Source: an optimization exercise on an open RTL-to-GDS flow (aim: small area, a short achievable clock period and few clock cycles per item). Production flows keep margins and buffers that such runs may drop.
Function was not checked in any run shown here: the RTL went through the layout flow alone.
Power figures rest on the tool's default switching activity, not on a simulated workload.

File: design/flow/constraint.sdc
create_clock -name core_clock -period 10.0 [get_ports {clk}]
set_input_delay 2.0000 -clock core_clock [delete_from_list [all_inputs] [get_ports {clk}]]
set_output_delay 2.0000 -clock core_clock [all_outputs]
set_load 0.01 [all_outputs]
File: design/flow/standard.sh
#!/bin/bash
# synth_recipe.tcl (not shown) runs the flow's synth.tcl, then flattens the netlist and writes it again
# the make line also repeats each setting of config.mk as NAME=value (left out here)
make -C /OpenROAD-flow-scripts/flow DESIGN_CONFIG=/design/flow/config.mk WORK_HOME=/design/flow/orfs CLKGATE_MAP_FILE= SYNTH_SCRIPT=/design/flow/synth_recipe.tcl "${@:-finish}"
File: design/flow/flow/run.sh
#!/bin/bash
# Standard layout; repair_timing aims for 7 ns of setup slack instead of 5.
bash standard.sh SETUP_SLACK_MARGIN=7 finish > standard.log 2>&1
File: design/flow/design.v
`timescale 1ns/1ns
package blob_pkg;
  localparam int COL_W     = 11;
  localparam int ROW_W     = 11;
  localparam int MASS_W    = 21;
  localparam int MAX_OBJS  = 16;
  localparam int LABEL_W   = 4;
  localparam int MAX_RUNS  = 16;
  localparam int RUN_IDX_W = 4;
  localparam int MIN_MASS  = 8;   
  localparam int IN_DEPTH    = 3;   
  localparam int OUT_CREDITS = 4;
  localparam int CREDIT_W    = 3;
  localparam int TOKEN_W       = 23;
  localparam int TOK_EVENT_BIT = 22;
  localparam int TOK_FRAME_BIT = 0;
  localparam int TOK_START_LSB = 11;
  localparam int WORD_W = 32;
  typedef enum logic [1:0] {
    idle,
    search,
    stall_full,   
    frame_wait
  } label_state_t;
endpackage
`timescale 1ns/1ns
import blob_pkg::*;
module run_intake (
  input  logic               clk,
  input  logic               rst,
  input  logic               in_valid,
  input  logic [TOKEN_W-1:0] in_token,
  output logic               in_credit,
  output logic               tok_valid,
  output logic [TOKEN_W-1:0] tok_data,
  input  logic               tok_pop,
  input  logic               tok_done
);
  logic [TOKEN_W-1:0]  mem [IN_DEPTH];
  logic [IN_DEPTH-1:0] full;    
  logic                pop;
  assign pop       = tok_pop && full[0];
  assign tok_valid = full[0];
  assign tok_data  = mem[0];
  always_ff @(posedge clk) begin
    if (rst) begin
      full      <= '0;
      in_credit <= 1'b0;
    end else begin
      if (pop)
        full <= in_valid ? full : {1'b0, full[IN_DEPTH-1:1]};
      else if (in_valid)
        full <= {full[IN_DEPTH-2:0], 1'b1};
      in_credit <= tok_done;   
    end
  end
  always_ff @(posedge clk) begin
    for (int i = 0; i < IN_DEPTH; i++) begin
      if (pop) begin
        if (in_valid && (i == IN_DEPTH - 1 || !full[i + 1]) && full[i])
          mem[i] <= in_token;
        else if (i < IN_DEPTH - 1)
          mem[i] <= mem[(i + 1) % IN_DEPTH];
      end else if (in_valid && !full[i] && (i == 0 || full[(i + IN_DEPTH - 1) % IN_DEPTH])) begin
        mem[i] <= in_token;
      end
    end
  end
endmodule
`timescale 1ns/1ns
import blob_pkg::*;
module run_labeler (
  input  logic                clk,
  input  logic                rst,
  input  logic                tok_valid,
  input  logic [TOKEN_W-1:0]  tok_data,
  output logic                tok_pop,
  output logic                tok_done,
  output logic                a_valid,
  output logic                a_new,
  output logic [LABEL_W-1:0]  a_slot,
  output logic [COL_W-1:0]    a_start,
  output logic [COL_W-1:0]    a_end,
  output logic                a_row_end,
  output logic                a_frame_end,
  output logic                fe_take,
  output logic [MAX_OBJS-1:0] fe_used,
  output logic [LABEL_W-1:0]  fe_base,
  output logic [LABEL_W:0]    fe_count,
  input  logic                rep_busy,
  input  logic [MAX_OBJS-1:0] rep_pend
);
  logic [COL_W-1:0]   prev_sm1 [MAX_RUNS];
  logic [COL_W-1:0]   prev_ep1 [MAX_RUNS];
  logic [LABEL_W-1:0] prev_lab [MAX_RUNS];
  logic [COL_W-1:0]   cur_sm1  [MAX_RUNS];
  logic [COL_W-1:0]   cur_ep1  [MAX_RUNS];
  logic [LABEL_W-1:0] cur_lab  [MAX_RUNS];
  logic [RUN_IDX_W:0]  cur_cnt;
  logic [RUN_IDX_W:0]  prev_cnt;
  logic [LABEL_W:0]    next_label;    
  logic [LABEL_W-1:0]  next_slot;
  logic [LABEL_W-1:0]  frame_base;    
  logic [MAX_OBJS-1:0] used;
  logic               take;
  logic               is_event;
  logic               is_frame;
  logic               row_end;
  logic [COL_W-1:0]   run_start;
  logic [COL_W-1:0]   run_end;
  logic [COL_W-1:0]   run_sm1;
  logic [COL_W-1:0]   run_ep1;
  logic               hit;
  logic [LABEL_W-1:0] hit_slot;
  logic               store;
  logic               run_in;
  logic [LABEL_W-1:0] new_slot;
  logic [COL_W-1:0]    h_start;
  logic [COL_W-1:0]    h_end;
  logic [MAX_RUNS-1:0] h_after_prev;
  logic [MAX_RUNS-1:0] h_after_cur;
  logic [MAX_RUNS-1:0] h_after;
  logic [RUN_IDX_W:0]  h_cnt;
  logic [MAX_RUNS-1:0] h_first;
  logic                s1_valid;
  logic [TOKEN_W-1:0]  s1_tok;
  logic [MAX_RUNS-1:0] s1_first;
  logic                s1_row_end;
  logic                s1_frame_end;
  logic                load;
  logic [COL_W-1:0]    first_sm1;
  logic [LABEL_W-1:0]  first_lab;
  assign h_start = tok_data[TOK_START_LSB +: COL_W];
  assign h_end   = tok_data[COL_W-1:0];
  assign s1_row_end   = s1_valid && s1_tok[TOK_EVENT_BIT] && !s1_tok[TOK_FRAME_BIT];
  assign s1_frame_end = s1_valid && s1_tok[TOK_EVENT_BIT] && s1_tok[TOK_FRAME_BIT];
  assign h_cnt = s1_frame_end ? '0 : s1_row_end ? cur_cnt : prev_cnt;
  always_comb begin
    for (int i = 0; i < MAX_RUNS; i++) begin
      h_after_prev[i] = prev_ep1[i] >= h_start;
      h_after_cur[i]  = cur_ep1[i] >= h_start;
      h_after[i]      = (s1_row_end ? h_after_cur[i] : h_after_prev[i]) &&
                        (RUN_IDX_W+1)'(i) < h_cnt;
    end
    for (int i = 0; i < MAX_RUNS; i++)
      h_first[i] = h_after[i] && (i == 0 || !h_after[(i + MAX_RUNS - 1) % MAX_RUNS]);
  end
  assign load       = tok_valid && (!s1_valid || take);
  assign tok_pop    = load;
  assign tok_done   = take;
  always_ff @(posedge clk) begin
    if (rst)
      s1_valid <= 1'b0;
    else if (load || take)
      s1_valid <= load;
  end
  always_ff @(posedge clk) begin
    if (load) begin
      s1_tok   <= tok_data;
      s1_first <= h_first;
    end
  end
  assign is_event  = s1_tok[TOK_EVENT_BIT];
  assign is_frame  = s1_tok[TOK_FRAME_BIT];
  assign run_start = s1_tok[TOK_START_LSB +: COL_W];
  assign run_end   = s1_tok[COL_W-1:0];
  assign take      = s1_valid && (is_event ? !(is_frame && rep_busy) : !rep_pend[next_slot]);
  assign row_end   = take && is_event && !is_frame;
  assign fe_take   = take && is_event && is_frame;
  assign fe_used   = used;
  assign fe_base   = frame_base;
  assign fe_count  = next_label;
  assign run_sm1 = (run_start == '0) ? '0 : run_start - 1'b1;
  assign run_ep1 = (&run_end) ? run_end : run_end + 1'b1;
  always_comb begin
    first_sm1 = '0;
    first_lab = '0;
    for (int i = 0; i < MAX_RUNS; i++) begin
      first_sm1 |= s1_first[i] ? prev_sm1[i] : '0;
      first_lab |= s1_first[i] ? prev_lab[i] : '0;
    end
  end
  assign hit      = (|s1_first) && first_sm1 <= run_end;
  assign hit_slot = first_lab;
  assign new_slot = hit ? hit_slot : next_slot;
  assign run_in   = take && !is_event && !cur_cnt[RUN_IDX_W];
  assign store    = run_in && (hit || !next_label[LABEL_W]);
  always_ff @(posedge clk) begin
    if (rst) begin
      cur_cnt     <= '0;
      prev_cnt    <= '0;
      next_label  <= '0;
      next_slot   <= '0;
      frame_base  <= '0;
      used        <= '0;
      a_valid     <= 1'b0;
      a_row_end   <= 1'b0;
      a_frame_end <= 1'b0;
    end else begin
      a_valid     <= store;
      a_row_end   <= row_end;
      a_frame_end <= fe_take;
      if (fe_take) begin
        next_label <= '0;
        frame_base <= next_slot;
        used       <= '0;
        cur_cnt    <= '0;
        prev_cnt   <= '0;
      end
      if (row_end) begin
        prev_cnt <= cur_cnt;
        cur_cnt  <= '0;
      end
      if (store) begin
        cur_cnt <= cur_cnt + 1'b1;
        if (!hit) begin
          next_label      <= next_label + 1'b1;
          next_slot       <= next_slot + 1'b1;
          used[next_slot] <= 1'b1;
        end
      end
    end
  end
  always_ff @(posedge clk) begin
    a_new   <= !hit;
    a_slot  <= new_slot;
    a_start <= run_start;
    a_end   <= run_end;
    if (run_in) begin
      cur_sm1[cur_cnt[RUN_IDX_W-1:0]] <= run_sm1;
      cur_ep1[cur_cnt[RUN_IDX_W-1:0]] <= run_ep1;
      cur_lab[cur_cnt[RUN_IDX_W-1:0]] <= new_slot;
    end
    if (row_end) begin
      for (int i = 0; i < MAX_RUNS; i++) begin
        prev_sm1[i] <= cur_sm1[i];
        prev_ep1[i] <= cur_ep1[i];
        prev_lab[i] <= cur_lab[i];
      end
    end
  end
endmodule
`timescale 1ns/1ns
import blob_pkg::*;
module object_table (
  input  logic                clk,
  input  logic                rst,
  input  logic                a_valid,
  input  logic                a_new,
  input  logic [LABEL_W-1:0]  a_slot,
  input  logic [COL_W-1:0]    a_start,
  input  logic [COL_W-1:0]    a_end,
  input  logic                a_row_end,
  input  logic                a_frame_end,
  input  logic                fe_take,
  input  logic [MAX_OBJS-1:0] fe_used,
  input  logic [LABEL_W-1:0]  fe_base,
  input  logic [LABEL_W:0]    fe_count,
  output logic                rep_busy,
  output logic [MAX_OBJS-1:0] rep_pend,
  input  logic                wr_ready,
  output logic                wr_valid,
  output logic [26:0]         wr_data,
  output logic                wr_last
);
  logic [MASS_W-1:0]   mass_mem  [MAX_OBJS];
  logic [COL_W-1:0]    min_x_mem [MAX_OBJS];
  logic [COL_W-1:0]    max_x_mem [MAX_OBJS];
  logic [ROW_W-1:0]    min_y_mem [MAX_OBJS];
  logic [ROW_W-1:0]    max_y_mem [MAX_OBJS];
  logic                b_valid;
  logic                b_new;
  logic [LABEL_W-1:0]  b_slot;
  logic [COL_W-1:0]    b_start;
  logic [COL_W-1:0]    b_end;
  logic [COL_W:0]      b_len;
  logic [ROW_W-1:0]    b_row;
  logic [MASS_W-1:0]   b_mass;
  logic [COL_W-1:0]    b_min_x;
  logic [COL_W-1:0]    b_max_x;
  logic [MASS_W-1:0]   mass_d;
  logic [COL_W-1:0]    min_x_d;
  logic [COL_W-1:0]    max_x_d;
  logic                a_read;
  logic [LABEL_W-1:0]  rd_addr;
  logic [MASS_W-1:0]   rd_mass;
  logic [COL_W-1:0]    rd_min_x;
  logic [COL_W-1:0]    rd_max_x;
  logic [ROW_W-1:0]    rd_min_y;
  logic [ROW_W-1:0]    rd_max_y;
  logic                fwd;
  logic                rep_on;
  logic                rep_wait;
  logic [LABEL_W-1:0]  rep_slot;
  logic [LABEL_W:0]    rep_left;
  logic [1:0]          phase;
  logic [LABEL_W:0]    rep_cnt;
  logic                rep_go;
  logic                big;
  logic [MAX_OBJS-1:0] slot_big;
  assign a_read   = a_valid && !a_new;
  assign rd_addr  = a_read ? a_slot : rep_slot;
  assign rd_mass  = mass_mem[rd_addr];
  assign rd_min_x = min_x_mem[rd_addr];
  assign rd_max_x = max_x_mem[rd_addr];
  assign rd_min_y = min_y_mem[rd_addr];
  assign rd_max_y = max_y_mem[rd_addr];
  assign fwd      = b_valid && b_slot == a_slot;
  assign mass_d  = b_new ? MASS_W'(b_len) : b_mass + MASS_W'(b_len);
  assign min_x_d = (b_new || b_start < b_min_x) ? b_start : b_min_x;
  assign max_x_d = (b_new || b_end > b_max_x) ? b_end : b_max_x;
  always_ff @(posedge clk) begin
    if (rst) begin
      b_valid <= 1'b0;
      b_row   <= '0;
    end else begin
      b_valid <= a_valid;
      if (a_frame_end)
        b_row <= '0;
      else if (a_row_end)
        b_row <= b_row + 1'b1;
    end
  end
  always_ff @(posedge clk) begin
    b_new   <= a_new;
    b_slot  <= a_slot;
    b_start <= a_start;
    b_end   <= a_end;
    b_len   <= {1'b0, a_end} - {1'b0, a_start} + 1'b1;
    b_mass  <= fwd ? mass_d  : rd_mass;
    b_min_x <= fwd ? min_x_d : rd_min_x;
    b_max_x <= fwd ? max_x_d : rd_max_x;
  end
  always_ff @(posedge clk) begin
    for (int i = 0; i < MAX_OBJS; i++) begin
      if (b_valid && b_slot == LABEL_W'(i)) begin
        mass_mem[i]  <= mass_d;
        min_x_mem[i] <= min_x_d;
        max_x_mem[i] <= max_x_d;
        max_y_mem[i] <= b_row;
        if (b_new)
          min_y_mem[i] <= b_row;
      end
    end
  end
  assign rep_busy = rep_on;
  always_comb begin
    for (int i = 0; i < MAX_OBJS; i++)
      slot_big[i] = mass_mem[i] > MASS_W'(MIN_MASS);
  end
  assign big      = slot_big[rep_slot];
  assign rep_go   = rep_on && !rep_wait && !a_read && wr_ready;
  assign wr_valid = rep_go && (rep_left == '0 || phase != 2'd0 || big);
  assign wr_last  = rep_left == '0;
  always_comb begin
    if (rep_left == '0)
      wr_data = 27'(rep_cnt);
    else if (phase == 2'd0)
      wr_data = 27'(rd_mass);
    else if (phase == 2'd1)
      wr_data = {rd_max_x, 5'b0, rd_min_x};
    else
      wr_data = {rd_max_y, 5'b0, rd_min_y};
  end
  always_ff @(posedge clk) begin
    if (rst) begin
      rep_on   <= 1'b0;
      rep_wait <= 1'b0;
      rep_pend <= '0;
      phase    <= '0;
      rep_cnt  <= '0;
      rep_left <= '0;
      rep_slot <= '0;
    end else begin
      rep_wait <= 1'b0;
      if (fe_take) begin
        rep_on   <= 1'b1;
        rep_wait <= 1'b1;   
        rep_pend <= fe_used;
        rep_slot <= fe_base;
        rep_left <= fe_count;
        rep_cnt  <= '0;
        phase    <= '0;
      end else if (rep_go) begin
        if (rep_left == '0) begin
          rep_on <= 1'b0;
        end else if (phase == 2'd0 && !big) begin
          rep_pend[rep_slot] <= 1'b0;
          rep_slot           <= rep_slot + 1'b1;
          rep_left           <= rep_left - 1'b1;
        end else if (phase == 2'd2) begin
          phase              <= '0;
          rep_pend[rep_slot] <= 1'b0;
          rep_slot           <= rep_slot + 1'b1;
          rep_left           <= rep_left - 1'b1;
          rep_cnt            <= rep_cnt + 1'b1;
        end else begin
          phase <= phase + 1'b1;
        end
      end
    end
  end
endmodule
`timescale 1ns/1ns
import blob_pkg::*;
module report_writer (
  input  logic              clk,
  input  logic              rst,
  input  logic              wr_valid,
  input  logic [26:0]       wr_data,
  input  logic              wr_last,
  output logic              wr_ready,
  output logic              out_valid,
  output logic [WORD_W-1:0] out_data,
  output logic              out_last,
  input  logic              out_credit
);
  logic [CREDIT_W-1:0] credits;
  logic [26:0]         data_q;
  assign wr_ready = (credits > CREDIT_W'(out_valid));
  assign out_data = {5'b0, data_q};
  always_ff @(posedge clk) begin
    if (rst) begin
      out_valid <= 1'b0;
      out_last  <= 1'b0;
      credits   <= CREDIT_W'(OUT_CREDITS);
    end else begin
      out_valid <= wr_valid;
      out_last  <= wr_valid && wr_last;
      credits   <= credits - CREDIT_W'(out_valid) + CREDIT_W'(out_credit);
    end
  end
  always_ff @(posedge clk)
    data_q <= wr_data;
endmodule
`timescale 1ns/1ns
import blob_pkg::*;
module blob_detector (
  input  logic               clk,
  input  logic               rst,
  input  logic               in_valid,
  input  logic [TOKEN_W-1:0] in_token,
  output logic               in_credit,
  output logic               out_valid,
  output logic [WORD_W-1:0]  out_data,
  output logic               out_last,
  input  logic               out_credit
);
  logic                tok_valid;
  logic [TOKEN_W-1:0]  tok_data;
  logic                tok_pop;
  logic                tok_done;
  logic                a_valid;
  logic                a_new;
  logic [LABEL_W-1:0]  a_slot;
  logic [COL_W-1:0]    a_start;
  logic [COL_W-1:0]    a_end;
  logic                a_row_end;
  logic                a_frame_end;
  logic                fe_take;
  logic [MAX_OBJS-1:0] fe_used;
  logic [LABEL_W-1:0]  fe_base;
  logic [LABEL_W:0]    fe_count;
  logic                rep_busy;
  logic [MAX_OBJS-1:0] rep_pend;
  logic                wr_ready;
  logic                wr_valid;
  logic [26:0]         wr_data;
  logic                wr_last;
  run_intake u_intake (
    .clk(clk), .rst(rst), .in_valid(in_valid), .in_token(in_token),
    .in_credit(in_credit), .tok_valid(tok_valid), .tok_data(tok_data), .tok_pop(tok_pop),
    .tok_done(tok_done)
  );
  run_labeler u_labeler (
    .clk(clk), .rst(rst), .tok_valid(tok_valid), .tok_data(tok_data), .tok_pop(tok_pop),
    .tok_done(tok_done), .a_valid(a_valid), .a_new(a_new), .a_slot(a_slot), .a_start(a_start), .a_end(a_end),
    .a_row_end(a_row_end), .a_frame_end(a_frame_end),
    .fe_take(fe_take), .fe_used(fe_used), .fe_base(fe_base), .fe_count(fe_count),
    .rep_busy(rep_busy), .rep_pend(rep_pend)
  );
  object_table u_table (
    .clk(clk), .rst(rst), .a_valid(a_valid), .a_new(a_new), .a_slot(a_slot),
    .a_start(a_start), .a_end(a_end), .a_row_end(a_row_end),
    .a_frame_end(a_frame_end), .fe_take(fe_take), .fe_used(fe_used), .fe_base(fe_base),
    .fe_count(fe_count), .rep_busy(rep_busy), .rep_pend(rep_pend),
    .wr_ready(wr_ready), .wr_valid(wr_valid), .wr_data(wr_data), .wr_last(wr_last)
  );
  report_writer u_writer (
    .clk(clk), .rst(rst), .wr_valid(wr_valid), .wr_data(wr_data), .wr_last(wr_last),
    .wr_ready(wr_ready), .out_valid(out_valid), .out_data(out_data),
    .out_last(out_last), .out_credit(out_credit)
  );
endmodule
File: design/flow/config.mk
export PLATFORM = sky130hd
export DESIGN_NAME = blob_detector
export DESIGN_NICKNAME = blob_detector
export VERILOG_FILES = /design/flow/design.v
export SDC_FILE = /design/flow/constraint.sdc
export NUM_CORES = 4
export LEC_CHECK = 0
export CAP_MARGIN = 20
export CORE_MARGIN = 2
export CORE_UTILIZATION = 40
export SETUP_SLACK_MARGIN = 5
export SLEW_MARGIN = 20
==> summary.md, run 1 <==
| Metric | Value |
|---|---|
| Status | `complete, no violations` |
| Clock tree from TritonCTS | `yes` |
| Critical path startpoint | `u_labeler.next_slot[0]$_SDFFE_PP0P_` |
| Setup slack at placement | `5.370 ns` |
| Number of instances in the synthesized netlist | `between 5,000 and 6,000` |
| Initial Utilization | `0.4016` |
| Yosys Warn Count | `14` |
| Maximum fanout along the worst path | `8` |
| Num rows | `about 170` |
| Clock transition at the registers of the reported paths | `0.07 ns` |
| DIE HEIGHT | `~470 um` |
| Number of synthesized register bits | `2,213` |
| Count of H-tree levels built during CTS | `4` |
| Post-layout worst setup margin | `between 6 and 7 ns` |
| Worst slack on hold paths | `roughly 0.34 ns` |
| Leakage power | `38.25 nW` |
| Fraction of final layout cells sized beyond drive strength 1 | `0.2625` |
| Reg2Reg Capture Point | `u_labeler.cur_sm1[1][6]$_DFFE_PP_` |
| Clock period minus final worst setup slack | `roughly 3.6 ns` |
| Post-synthesis cell type count | `between 80 and 90` |
| Vias in the first global route | `55,873` |
| Setup TNS | `0 ns` |
| Predominant post-synthesis flop cell | `edfxtp_1` |
| Final critical-path share of the clock period | `0.3630` |
| Final count of pins violating max slew | `0` |
| Global-route usage over all layers | `0.2572` |
| Post-layout power | `roughly 0.021 W` |
| Type of the worst min-delay path | `reg -> reg` |
| Achievable clock frequency | `roughly 0.28 GHz` |
| Launching point of the worst reg2reg path | `u_labeler.next_slot[0]$_SDFFE_PP0P_` |
| Total via count in the routed design | `around 60,000` |
| Setup slack of the most critical reg-to-reg path | `about 6.4 ns` |
| Sequential element share of the synthesized area | `0.7262` |
| CP cell instances | `mux4_2 > mux4_2 > mux2_4 > or2_4 > nor3_4 > buf_6 > buf_12 > nor3b_4 > buf_12 > buf_6 > and2_4 > buf_12` |
| Number of nets in the final layout | `6,784` |
| DRC violations left | `0` |
| Final GP Congestion | `0.9152` |
| Critical path capture point type | `flip-flop` |
| Endpoints failing setup | `0` |
| Kind of start point of the critical path | `flip-flop` |
| Wire length of the first global-routing pass | `a little over 400,000 um` |
| Post-detailed-route wirelength per cell | `~33 um` |
| Die X-Extent | `473.0 um` |
| Aggregate global routing overflow | `0` |
| TritonCTS buffer count | `~220` |
| Async S/R FF share, synth | `0` |
| CP required | `10.59 ns` |
| Final wirelength | `308,200 um` |
| Post-CTS Hold Buffers | `0` |
| Area of the die | `between 0.2 and 0.25 mm^2` |
| Floorplan core area | `0.2191 mm^2` |
| Family with the most delay on the worst path | `multiplexers` |
| Slew at the pin closest to its max-slew limit | `1.387 ns` |
| Via density per instance | `6.257` |
| Filler cell count | `~17,000` |
| Number of antenna violations at the first check in global routing | `11` |
| Residual antenna-violating net count after detailed routing | `0` |
| End point of the worst hold path | `u_table.b_start[2]$_DFF_P_` |
| Root buffer cell | `clkbuf_16` |
| Synthesized area | `just under 0.09 mm^2` |
| Largest net degree at the start of global routing | `79` |
| Critical path class | `reg -> reg` |
| Final hold viol count | `0` |
| Quantity of I/O buffers inserted on ports | `56` |
| Cells on Worst Hold Path | `0` |
| Hold path startpoint | `u_labeler.a_start[2]$_DFF_P_` |
| Leading cell type in the layout, fill and taps excluded | `edfxtp_1` |
| Synthesized area per cell | `15.70 um^2` |
| Final HPWL from detailed placement | `between 150,000 and 200,000 um` |
| Leading cell types in the layout, fill and taps excluded | `1,957 x edfxtp_1, 433 x ha_1, 302 x a22oi_1` |
| Maximum buffer depth of the clock tree | `3` |
| Sinks on the clock net | `between 2,000 and 2,500` |
| Worst Skew | `between 0.04 and 0.05 ns` |
| Violation count after the first detailed-route iteration | `approximately 10,000` |
| Crit path arrival time | `4.22 ns` |
| Unrepaired setup endpoints after global routing | `yes` |
| Worst rel slew slack | `0.06842` |
| Area growth from synthesis to layout | `26.58%` |
| # IOs | `62` |
| Number of maximum-capacitance violations | `0` |
| Standard cell with the maximum stage delay on the critical path | `mux4_2` |
| Buffers & Inverters on Critical Path | `5` |
| Delay contributed by the slowest stage of the critical path | `between 0.5 and 0.6 ns` |
| Number of synthesized flops with an enable pin | `1,957` |
| Clock network latency to the later pin of the worst-skew pair | `~0.9 ns` |
| Library cell appearing most often on the critical path | `buf_12` |
| PD cells | `about 190 mW/mm^2` |
| Worst reg-to-reg path cell count | `12` |
| Length of the first detailed-routing pass in iterations | `10` |
| Maximum ir drop on the vdd rail | `roughly 0.00021 V` |
## cell type report
class | instances | area, um^2 | area share
tap | 2871 | 3592 | 0.03226
multi-input combinational | 3062 | 26720 | 0.2399
antenna | 5 | 12.51 | 0.0001123
clock buffer | 292 | 6115 | 0.05490
inverter | 132 | 529.3 | 0.004752
timing repair buffer | 687 | 9148 | 0.08214
timing repair inverter | 1 | 8.758 | 0.00007864
clock inverter | 115 | 1231 | 0.01106
sequential | 2213 | 64010 | 0.5748
## kinds of logic after synthesis
group,Yosys count,share of synthesized area
buffers and inverters,365,0.01608
muxes,142,0.01847
xor gates and xnor gates,61,0.006072
adders and majority gates,443,0.06325
AOI/OAI and AO/OA,1300,0.1087
DFF,2213,0.7262
other,1,0.00004262
and+or+nand+nor,1080,0.06119
## metal layers
metal | up-vias | part of all wire | GRT usage
met2 | 4164 | 0.46 | 0.4060
met3 | 924 | 0.12 | 0.05362
met1 | 29490 | 0.37 | 0.3377
met4 | 10 | 0.059 | 0.1270
met5 | - | 0.00022 | 0
li1 | 24087 | - | -
## cells in the mapped netlist, types with 32 or more instances
cell | n | share of area
nor2b_1 | 54 | 0.0038
a221oi_1 | 70 | 0.0070
o21a_1 | 88 | 0.0075
o31ai_1 | 37 | 0.0032
dfxtp_1 | 256 | 0.058
a222oi_1 | 76 | 0.0086
mux2_2 | 113 | 0.014
nand2_1 | 235 | 0.010
o21ai_0 | 150 | 0.0085
ha_1 | 440 | 0.063
nand3_1 | 109 | 0.0062
a21oi_1 | 128 | 0.0073
o22ai_1 | 56 | 0.0040
nor2_1 | 287 | 0.012
edfxtp_1 | 1957 | 0.67
a22o_1 | 101 | 0.010
xnor2_1 | 32 | 0.0032
inv_1 | 130 | 0.0055
nand4_1 | 70 | 0.0050
nor4_1 | 91 | 0.0065
clkbuf_1 | 193 | 0.0082
nor3_1 | 76 | 0.0043
a22oi_1 | 351 | 0.030
## metrics by stage
stage	instances	instance area, um^2	util
after floorplan	5609	88350	-
after global placement	8451	93040	0.4247
after detailed placement	8457	93180	0.4253
after CTS	9194	107400	0.4902
after global routing	9375	111400	0.5083
final	9378	111400	0.5083
## state kept, by name, summed over array words and instances (netlist names), 12 cells and up
signal / cells
u_labeler.prev_ep1: 176
u_table.mass_mem: 336
u_labeler.cur_sm1: 176
u_labeler.prev_lab: 64
u_table.b_len: 12
u_labeler.cur_ep1: 176
u_table.min_x_mem: 176
u_intake.mem: 69
u_table.max_x_mem: 176
u_table.min_y_mem: 176
u_writer.data_q: 27
u_labeler.s1_first: 16
u_table.b_mass: 21
u_labeler.cur_lab: 64
u_table.max_y_mem: 176
u_labeler.used: 16
u_labeler.prev_sm1: 176
u_labeler.s1_tok: 23
u_table.rep_pend: 16
## worst max path at each step
| stage | to | slack, ns | depth (start not counted) |
|---|---|---|---|
| 2_1_floorplan | u_table.mass_mem[4][0]$_DFFE_PP_ | 6.26 | 3 |
| 3_3_place_gp | u_labeler.cur_lab[2][0]$_DFFE_PP_ | 5.03 | 9 |
| 3_5_place_dp | u_table.mass_mem[15][20]$_DFFE_PP_ | 5.37 | 11 |
| 4_1_cts | u_labeler.cur_sm1[1][8]$_DFFE_PP_ | 6.41 | 12 |
| 5_1_grt | u_labeler.cur_ep1[1][8]$_DFFE_PP_ | 6.33 | 12 |
| 6_report | u_labeler.cur_sm1[1][6]$_DFFE_PP_ | 6.37 | 12 |
## what timing repair did
| action | in CTS | in global routing |
|---|---|---|
| gates cloned | 58 | 31 |
| buffers inserted | 272 | 147 |
| endpoints found under the hold margin | 0 | 0 |
| endpoints found under the setup margin | 1794 | 1311 |
| resized for setup | 827 | 436 |
| pin swaps | 191 | 221 |
## where the power goes
part	switching [W]	internal [W]
clock network	0.00360	0.00486
registers	0.000134	0.0103
logic	0.00139	0.000870
==> run 2, diff against run 1 <==
==> design/flow/flow/run.sh (replaced) <==
#!/bin/bash
# Standard layout; repair_timing aims for 6 ns of setup slack instead of 5.
bash standard.sh SETUP_SLACK_MARGIN=6 finish > standard.log 2>&1
==> summary.md, run 2 <==
| Metric | Value |
|---|---|
| Status | `complete, no violations` |
| Post-detailed-route wirelength per cell | `30.77 um (-6.4%)` |
| Hold path startpoint | `u_labeler.a_start[0]$_DFF_P_` |
| Largest area contributor in the synthesized netlist | `edfxtp_1` |
| Met2 layer wire length in the routed design | `129,600 um (-7.7%)` |
| Count of H-tree levels built during CTS | `4 (unchanged)` |
| # IOs | `62 (unchanged)` |
| Residual antenna-violating net count after detailed routing | `0 (unchanged)` |
| Type of the worst min-delay path | `reg -> reg` |
| Leading cell type in the layout, fill and taps excluded | `edfxtp_1` |
| Placed instance area | `0.09315 mm^2 (about the same)` |
| Violation count after the first detailed-route iteration | `8,426 (-16%)` |
| Global-route usage over all layers | `0.2411 (-0.01613)` |
| Setup slack of the most critical reg-to-reg path | `6.00 ns (-0.37 ns)` |
| Non-filler cells, final | `8,959 (-4.5%)` |
| Clock transition at the registers of the reported paths | `0.06 ns (about the same)` |
| Final GP Congestion | `0.9254 (+1.1%)` |
| Most numerous cell types in the synthesized netlist | `1,957 x edfxtp_1, 440 x ha_1, 351 x a22oi_1, 287 x nor2_1, 256 x dfxtp_1` |
| Worst reg-to-reg path cell count | `15 (+3)` |
| Async S/R FF share, synth | `0 (unchanged)` |
| Number of synthesized flops with an enable pin | `1,957 (unchanged)` |
| Critical path startpoint | `u_labeler.s1_first[7]$_DFFE_PP_` |
| Setup slack at placement | `4.808 ns (-0.5618 ns)` |
| Vias in the first global route | `53,176 (-4.8%)` |
| Critical path capture point type | `flip-flop` |
| Maximum buffer depth of the clock tree | `3 (unchanged)` |
| Critical path class | `reg -> reg` |
| Fraction of final layout cells sized beyond drive strength 1 | `0.1367 (-0.1258)` |
| Clock network latency to the later pin of the worst-skew pair | `0.91 ns (about the same)` |
| Clock period minus final worst setup slack | `4.004 ns (+0.3741 ns)` |
| Crit path arrival time | `4.61 ns (+0.39 ns)` |
| Launching point of the worst reg2reg path | `u_labeler.s1_first[7]$_DFFE_PP_` |
| Slew at the pin closest to its max-slew limit | `1.200 ns (-0.1876 ns)` |
| Top cells by area in the synthesized netlist | `edfxtp_1 67%, ha_1 6.3%, dfxtp_1 5.8%, a22oi_1 3.0%, mux2_2 1.4%` |
| Post-synthesis cell type count | `85 (unchanged)` |
| Area occupied by multi-input gates | `0.02351 mm^2 (-12%)` |
| CP required | `10.61 ns (+0.02 ns)` |
| Wire length of the first global-routing pass | `388,800 um (-5.7%)` |
| Routed metal-1 wirelength | `107,400 um (-5.5%)` |
| Setup TNS | `0 ns (unchanged)` |
| Reg2Reg Capture Point | `u_labeler.cur_lab[2][2]$_DFFE_PP_` |
| Maximum fanout along the worst path | `16 (+8)` |
| Sequential element share of the synthesized area | `0.7262 (unchanged)` |
| Cells on Worst Hold Path | `0 (unchanged)` |
| Final critical-path share of the clock period | `0.4004 (+0.03741)` |
| Final HPWL from detailed placement | `164,200 um (+2.8%)` |
| Unrepaired setup endpoints after global routing | `yes` |
| Leading cell types in the layout, fill and taps excluded | `1,957 x edfxtp_1, 440 x ha_1, 351 x a22oi_1` |
| Achievable clock frequency | `0.2497 GHz (-9.3%)` |
| PD cells | `200.8 mW/mm^2 (+5.6%)` |
| Flip-flop count of the largest register after layout | `336 (unchanged)` |
| Post-route cell area | `0.1014 mm^2 (-9.0%)` |
| DRC violations left | `0 (unchanged)` |
| TritonCTS buffer count | `223 (+2.8%)` |
| Clock tree from TritonCTS | `yes` |
| Top layer used by detailed routing | `met5` |
| End point of the worst hold path | `u_table.b_start[0]$_DFF_P_` |
| Post-CTS Hold Buffers | `0 (unchanged)` |
| Die X-Extent | `473.0 um (unchanged)` |
| Area growth from synthesis to layout | `15.24%` |
| Quantity of I/O buffers inserted on ports | `56 (unchanged)` |
| Largest net degree at the start of global routing | `134 (+70%)` |
| Via density per instance | `6.088 (-2.7%)` |
| Predominant post-synthesis flop cell | `edfxtp_1` |
| Routed length on met3 | `26,570 um (-26%)` |
| Final wirelength | `275,700 um (-11%)` |
| Register ranked first by flip-flop count | `u_table.mass_mem` |
| Synthesized area | `0.08799 mm^2 (unchanged)` |
| Num rows | `172 (unchanged)` |
| Aggregate global routing overflow | `0 (unchanged)` |
| Number of instances in the synthesized netlist | `5,605 (unchanged)` |
| Placed Cells incl. Taps | `8,465 (+0.095%)` |
| Worst rel slew slack | `0.2001 (+0.1317)` |
| DIE HEIGHT | `473.0 um (unchanged)` |
| Maximum ir drop on the vdd rail | `0.0002095 V (-2.5%)` |
| FF+latch area | `0.06392 mm^2 (-0.15%)` |
| Post-layout worst setup margin | `5.996 ns (-0.3741 ns)` |
| Filler cell count | `18,787 (+7.4%)` |
| Number of maximum-capacitance violations | `0 (unchanged)` |
| Yosys Warn Count | `14 (unchanged)` |
| Area of the die | `0.2237 mm^2 (unchanged)` |
| Floorplan core area | `0.2191 mm^2 (unchanged)` |
| Root buffer cell | `clkbuf_16` |
| Number of nets in the final layout | `6,362 (-6.2%)` |
| Total via count in the routed design | `54,543 (-7.0%)` |
| Leakage power | `34.04 nW (-11%)` |
| Final count of pins violating max slew | `0 (unchanged)` |
| Synthesized area per cell | `15.70 um^2 (unchanged)` |
| Worst Skew | `0.05778 ns (+0.01179 ns)` |
| Endpoints failing setup | `0 (unchanged)` |
| Most instantiated library cell after synthesis | `edfxtp_1` |
| Kind of start point of the critical path | `flip-flop` |
| Length of the first detailed-routing pass in iterations | `9 (-1)` |
| Initial Utilization | `0.4016 (unchanged)` |
| Final hold viol count | `0 (unchanged)` |
| Number of synthesized register bits | `2,213 (unchanged)` |
| Area share of the leading cell type in the synthesized netlist | `0.6679 (unchanged)` |
| Number of antenna violations at the first check in global routing | `22 (+11)` |
| Sinks on the clock net | `2,213 (unchanged)` |
run 2: worst max-delay path by stage:
stage	endpoint	slack, ns	cells past startpoint
floorplan	u_labeler.s1_first[12]$_DFFE_PP_	6.10	9
global placement	u_labeler.cur_lab[3][2]$_DFFE_PP_	4.54	9
detailed placement	u_labeler.cur_lab[14][0]$_DFFE_PP_	4.81	12
CTS	out_valid	6.00	1
global route	u_intake.mem[2][11]$_DFFE_PP_	5.94	8
finish	u_labeler.cur_lab[2][2]$_DFFE_PP_	6.00	15
run 2: logic make-up after synthesis:
kind of cell | after synthesis | synth area share
XOR/XNOR | 61 | 0.006072
buffers and inverters | 365 | 0.01608
adder cells (fa/ha/maj) | 443 | 0.06325
AND/OR/NAND/NOR | 1080 | 0.06119
other | 1 | 0.00004262
AO/OA/AOI/OAI | 1300 | 0.1087
flip-flops | 2213 | 0.7262
multiplexers | 142 | 0.01847
run 2: routing by layer:
metal / track usage / vias up
met5: 0 / -
met4: 0.09842 / 10
met3: 0.04451 / 600
met2: 0.3880 / 3200
met1: 0.3221 / 27583
li1: - / 23150
run 2: area by class of cell:
class                   count  area share
well taps                2871     0.03543
inverters                 132    0.005232
multi-input cells        3039      0.2318
clock buffers             291     0.05895
repair inverters            2   0.0001234
diodes                      3  0.00007404
repair buffers            281     0.02580
flip-flops and latches   2213      0.6304
clock inverters           127     0.01219
run 2: per-stage QoR:
stage	total power, W	hold slack (ns)	utilization
after CTS	0.02041	0.3236	0.4616
after floorplan	0.01153	0.3308	-
after global routing	0.02095	0.3376	0.4628
after global placement	0.01222	0.3424	0.4237
final	0.02036	0.3292	0.4628
after detailed placement	0.01226	0.3457	0.4252
run 2: power breakdown:
group | switching [W] | internal [W] | total [W]
registers | 0.000113 | 0.0103 | 0.0105
clock network | 0.00369 | 0.00453 | 0.00822
logic | 0.00115 | 0.000541 | 0.00169
total | 0.00495 | 0.0154 | 0.0204
run 2: worst max-delay path, stage by stage (launching register included):
cell	delay (ns)
edfxtp_1	0.40
buf_8	0.18
a22o_1	0.21
a221oi_1	0.42
nand4_1	0.30
ha_1	0.37
nor2b_1	0.13
o21a_1	0.16
o21ai_0	0.19
a21o_1	0.14
a21oi_1	0.14
o21bai_4	0.28
nand2_4	0.18
nor3_1	0.32
a21oi_2	0.11
buf_6	0.19
run 2: timing repair:
action                     CTS  global route
gates cloned                 8             2
pin swaps                   14             6
setup endpoints to repair  722           234
resized for setup           70            29
setup buffers               51            11

[static timing again, ports no longer ideal]
In the flow no input, the clock included, has a driving cell. The finished layouts below were timed again as built, in two steps.
Step 1 (the two cells are an assumption about what drives the block):
set clk [get_ports {clk}]
set_driving_cell -lib_cell sky130_fd_sc_hd__clkbuf_16 $clk
set_driving_cell -lib_cell sky130_fd_sc_hd__buf_2 [delete_from_list [all_inputs] $clk]
Step 2 adds t to the input delays and takes it off the output delays; t is the mean of the earliest and latest rising clock arrival at the registers after step 1. Input paths then give back, and output paths get back, about the clock's delay inside the block.
Slacks: ideal / step 1 / step 2; pairs: ideal / step 1.
| run | t (ns) | setup slack, ns | latest minus earliest clock arrival (ns) | cell pins on the clock port's net |
|---|---|---|---|---|
| run 1 | 0.967 | 6.370 / 6.370 / 5.682 | 0.046 / 0.046 | 1 |
| run 2 | 0.966 | 5.996 / 5.955 / 5.437 | 0.073 / 0.073 | 1 |
After both steps every run listed still meets setup and hold. The setup slack of run 1, which loses most, moves by 0.000 ns with the drivers and by -0.688 ns with both steps.
